This is an optimization exercise on Yosys and OpenROAD, whose aim is small area, a short achievable clock period and few clock cycles per item, not a production implementation.
Function was checked by simulation only, so behaviour that the tests miss may differ from the original.

==> inputs of build 85 <==
## record_exchange_sort_top
module record_exchange_sort_top #(
  parameter int MAX_RECORDS = res_pkg::MAX_RECORDS_DEF,
  parameter int KEY_BYTES   = res_pkg::KEY_BYTES_DEF
) (
  input  logic                                clk,
  input  logic                                rst_n,
  input  logic                                in_valid,
  output logic                                in_ready,
  input  logic [res_pkg::KEY_W-1:0]           in_name_key,
  input  logic signed [res_pkg::SALARY_W-1:0] in_salary,
  input  logic [res_pkg::TAG_W-1:0]           in_record_tag,
  input  logic                                in_is_last,
  output logic                                out_valid,
  input  logic                                out_ready,
  output logic [res_pkg::KEY_W-1:0]           out_sorted_key,
  output logic signed [res_pkg::SALARY_W-1:0] out_sorted_salary,
  output logic [res_pkg::TAG_W-1:0]           out_sorted_tag,
  output logic                                out_final_flag,
  output logic                                out_overflow
);
clock: 8.0 ns
lec_check: 0
cap_margin: 20
core_margin: 2
core_utilization: 40
cts_cluster_diameter: 80
cts_cluster_size: 30
place_density: 0.5
setup_slack_margin: 4.5
slew_margin: 20
standard.sh (not shown) runs the stock make flow with config.mk's settings and CLKGATE_MAP_FILE= SYNTH_SCRIPT=/design/flow/synth_recipe.tcl, a recipe that flattens the netlist after the stock synthesis.
==> flow/flow/run.sh <==
#!/bin/bash
# Standard layout, with the port buffers made from plain buf_4 cells
# instead of the delay buffers buffer_ports picks by default.
set -e
export BUFFER_PORTS_ARGS="-buffer_cell sky130_fd_sc_hd__buf_4"
bash standard.sh > standard.log 2>&1
==> trial 87 (differences from build 85) <==
--- a/flow/design.v
+++ b/flow/design.v
@@ -10,16 +10,36 @@
     logic [TAG_W-1:0]           tag;
   } record_t;
   typedef struct packed {
     record_t rec;
     logic    final_flag;
     logic    overflow;
   } out_beat_t;
 endpackage
+module res_key_lt #(
+  parameter int KW = 64
+) (
+  input  logic [KW-1:0] a,
+  input  logic [KW-1:0] b,
+  output logic          lt
+);
+  always_comb begin
+    logic [KW-1:0] l, e;
+    l = ~a & b;
+    e = ~(a ^ b);
+    for (int w = KW / 2; w >= 1; w = w / 2) begin
+      for (int k = 0; k < w; k++) begin
+        l[k] = l[2*k+1] | (e[2*k+1] & l[2*k]);
+        e[k] = e[2*k+1] & e[2*k];
+      end
+    end
+    lt = l[0];
+  end
+endmodule
 module record_exchange_sort_top #(
   parameter int MAX_RECORDS = res_pkg::MAX_RECORDS_DEF,
   parameter int KEY_BYTES   = res_pkg::KEY_BYTES_DEF
 ) (
   input  logic                                clk,
   input  logic                                rst_n,
   input  logic                                in_valid,
   output logic                                in_ready,
@@ -36,29 +56,16 @@
   output logic                                out_overflow
 );
   localparam int N  = MAX_RECORDS;
   localparam int AW = $clog2(MAX_RECORDS);
   localparam int KW = res_pkg::KEY_W;
   localparam int RW = res_pkg::KEY_W + res_pkg::SALARY_W + res_pkg::TAG_W;
   localparam int CW = $clog2(MAX_RECORDS + 1);
   localparam logic [KW-1:0] KEY_MASK = {KW{1'b1}} << (KW - 8 * KEY_BYTES);
-  function automatic logic key_lt(input logic [KW-1:0] a, input logic [KW-1:0] b);
-    logic [KW-1:0] l, e;
-    integer w, k;
-    l = ~a & b;
-    e = ~(a ^ b);
-    for (w = KW / 2; w >= 1; w = w / 2) begin
-      for (k = 0; k < w; k = k + 1) begin
-        l[k] = l[2*k+1] | (e[2*k+1] & l[2*k]);
-        e[k] = e[2*k+1] & e[2*k];
-      end
-    end
-    key_lt = l[0];
-  endfunction
   logic          in_ready_r;
   logic          r_v, r_drop, r_last;
   logic [RW-1:0] r_rec;
   logic [N-1:0]  r_lt;       
   logic          r_lt_prev;  
   logic [N-1:0]  r_wrp;      
   logic [CW-1:0] acc_cnt;    
   logic          acc_full;   
@@ -78,16 +85,17 @@
   logic [CW-1:0] occ;        
   logic [CW-1:0] cur_cnt;    
   logic [CW-1:0] done_cnt;   
   logic          o_v, o_fin, o_ovf;
   logic [RW-1:0] o_rec;
   logic          s_v, s_fin, s_ovf;
   logic [RW-1:0] s_rec;
   logic          in_hs, cons, ins, last_now, ovf_now, pop;
+  logic          ins_q, pop_q;  
   logic [N-1:0]  lt;         
   logic [N:0]    c;          
   logic [N-1:0]  wr;         
   logic [N-1:0]  used_nxt;
   logic [N-1:0]  alloc_nxt;
   logic [AW-1:0] alloc_ix_nxt;
   logic [N-1:0]  wr_slot;
   logic [AW-1:0] wr_ix;
@@ -98,24 +106,24 @@
   logic [KW-1:0] in_key;
   logic          in_lt_r;    
   logic [N-1:0]  in_lt_sl;   
   logic          r_v_nxt, r_drop_nxt, s_v_nxt, pop_nxt, cons_nxt;
   logic [CW-1:0] occ_nxt, done_nxt;
   assign in_ready = in_ready_r;
   assign in_hs    = in_valid & in_ready_r;
   assign in_key   = in_name_key & KEY_MASK;
-  assign pop = ~s_v & (done_cnt != '0);
+  assign pop = pop_q;
   assign cons     = r_v & (r_drop | ~iv[N-1] | pop);
-  assign ins      = cons & ~r_drop;
+  assign ins      = ins_q;
   assign last_now = cons & r_last;
   assign ovf_now  = cons & r_drop;
-  assign in_lt_r = key_lt(in_key, r_rec[RW-1 -: KW]);
+  res_key_lt #(.KW(KW)) u_lt_r (.a(in_key), .b(r_rec[RW-1 -: KW]), .lt(in_lt_r));
   for (genvar s = 0; s < N; s++) begin : g_cmp
-    assign in_lt_sl[s] = key_lt(in_key, sl_rec[s][RW-1 -: KW]);
+    res_key_lt #(.KW(KW)) u_lt (.a(in_key), .b(sl_rec[s][RW-1 -: KW]), .lt(in_lt_sl[s]));
     assign lt[s]       = sl_cur[s] & (r_wrp[s] ? r_lt_prev : r_lt[s]);
   end
   for (genvar i = 0; i < N; i++) begin : g_c
     assign c[i] = ~iv[i] | lt[ix[i]];
   end
   assign c[N] = 1'b1;
   for (genvar s = 0; s < N; s++) begin : g_wr
     assign wr_slot[s] = alloc_v ? alloc[s] : head_oh[s];
@@ -172,28 +180,32 @@
       r_drop <= acc_full;
       r_lt      <= in_lt_sl;
       r_lt_prev <= in_lt_r;
       r_wrp     <= wr;
     end
     if (!rst_n) begin
       in_ready_r <= 1'b0;
       r_v        <= 1'b0;
+      ins_q      <= 1'b0;
+      pop_q      <= 1'b0;
       acc_cnt    <= '0;
       acc_full   <= 1'b0;
       ins_par    <= 1'b0;
       occ        <= '0;
       cur_cnt    <= '0;
       done_cnt   <= '0;
       alloc      <= N'(1);
       alloc_ix   <= '0;
       alloc_v    <= 1'b1;
     end else begin
       in_ready_r <= ~r_v_nxt | cons_nxt;
       r_v        <= r_v_nxt;
+      ins_q      <= r_v_nxt & ~r_drop_nxt & ((occ_nxt != CW'(N)) | pop_nxt);
+      pop_q      <= pop_nxt;
       if (in_hs) begin
         if (in_is_last) begin
           acc_cnt  <= '0;
           acc_full <= 1'b0;
         end else if (!acc_full) begin
           acc_cnt  <= acc_cnt + CW'(1);
           acc_full <= (acc_cnt == CW'(N - 1));
         end
==> flow/config.mk (replaced) <==
export PLATFORM = sky130hd
export DESIGN_NAME = record_exchange_sort_top
export DESIGN_NICKNAME = record_exchange_sort_top
export VERILOG_FILES = /design/flow/design.v
export SDC_FILE = /design/flow/constraint.sdc
export NUM_CORES = 4
export LEC_CHECK = 0
export CAP_MARGIN = 20
export CORE_MARGIN = 2
export CORE_UTILIZATION = 45
export CTS_CLUSTER_DIAMETER = 80
export CTS_CLUSTER_SIZE = 30
export MIN_ROUTING_LAYER = met2
export PLACE_DENSITY = 0.55
export SETUP_SLACK_MARGIN = 4.5
export SLEW_MARGIN = 20
export SYNTH_HIERARCHICAL = 1
==> summary of the runs <==
Build 85 passed the timing, DRC and antenna checks. Trial 87 ended with an error in global routing (5_1_grt) with GRT-0232. Against trial 87, the synthesized cell count of build 85 is smaller by about 13%. Against trial 87, the area after synthesis of build 85 is lower by about 3.7%.
==> figures <==
Setup Buffers After CTS: build 85 361; trial 87 237
CTS buffer count: build 85 308; trial 87 299
Part of the Yosys area used for sequential elements: build 85 62.8%; trial 87 60.5%
Simple-gate share of the synthesized area: build 85 6.59%; trial 87 7.56%
Syn Inst Count: build 85 15,947; trial 87 18,383
Mux share of post-synthesis cell area: build 85 3.89%; trial 87 3.36%
Die Span X: build 85 769 um; trial 87 739 um
Mapped Nets: build 85 18,182; trial 87 20,618
Number of gates given a new drive strength after cts: build 85 1,381; trial 87 935
Fraction of post-synthesis cell area in the top cell type by area: build 85 60.8%; trial 87 58.5%
Die extent in y: build 85 769 um; trial 87 739 um
Average size of a mapped cell: build 85 14.7 um2; trial 87 13.2 um2
Num Clock Sinks: build 85 4,971; trial 87 4,973
Area of the mapped netlist: build 85 234,000 um2; trial 87 243,000 um2
Post-Synth XOR/XNOR Area: build 85 0.0973%; trial 87 0.0829%
Post-detailed-placement cell area: build 85 248,000 um2; trial 87 256,000 um2
Setup Slack @ Placement: build 85 1.76 ns; trial 87 2.43 ns
Count of placed standard cells including taps: build 85 23,675; trial 87 25,514
Detailed-placement wirelength estimate: build 85 672,000 um; trial 87 798,000 um
Warning count from the yosys run: build 85 3; trial 87 12
Outcome: build 85 no timing/DRC/antenna violations; trial 87 stopped before the end
Stage where the flow stopped: build 85 -; trial 87 global routing (5_1_grt)
Flops & latches, synth: build 85 4,971; trial 87 4,973
Testbench counts of build 85, summed over its fixed seeds: cycles 4,759, items 4,487.
Testbench counts of trial 87, summed over its fixed seeds: cycles 4,759, items 4,487.

[port drivers added, routing unchanged]
No port has a modelled driver above. Below, the same layout with a new extraction and two added sets of constraints. Step 1 sets driving cells, clkbuf_16 on the clock port and buf_2 on the other inputs (assumed; they add their load-dependent delay and slew). Step 2 moves the port delays by t, midway between the first and last clock arrival at a register: inputs arrive t later, outputs are due t later. That takes back most of the time a late clock gives input paths. Three values: ideal ports, drivers, drivers and shift; two values: the first two.
run: build 85
t (ns): 1.183
setup WS [ns]: 3.756 / 3.835 / 2.651
worst setup path after step 2: input to register
cell pins on the clock port's net: 1
After both steps setup and hold are still met in build 85. The setup slack of build 85 moves by +0.079 ns with the drivers and by -1.105 ns with both steps.
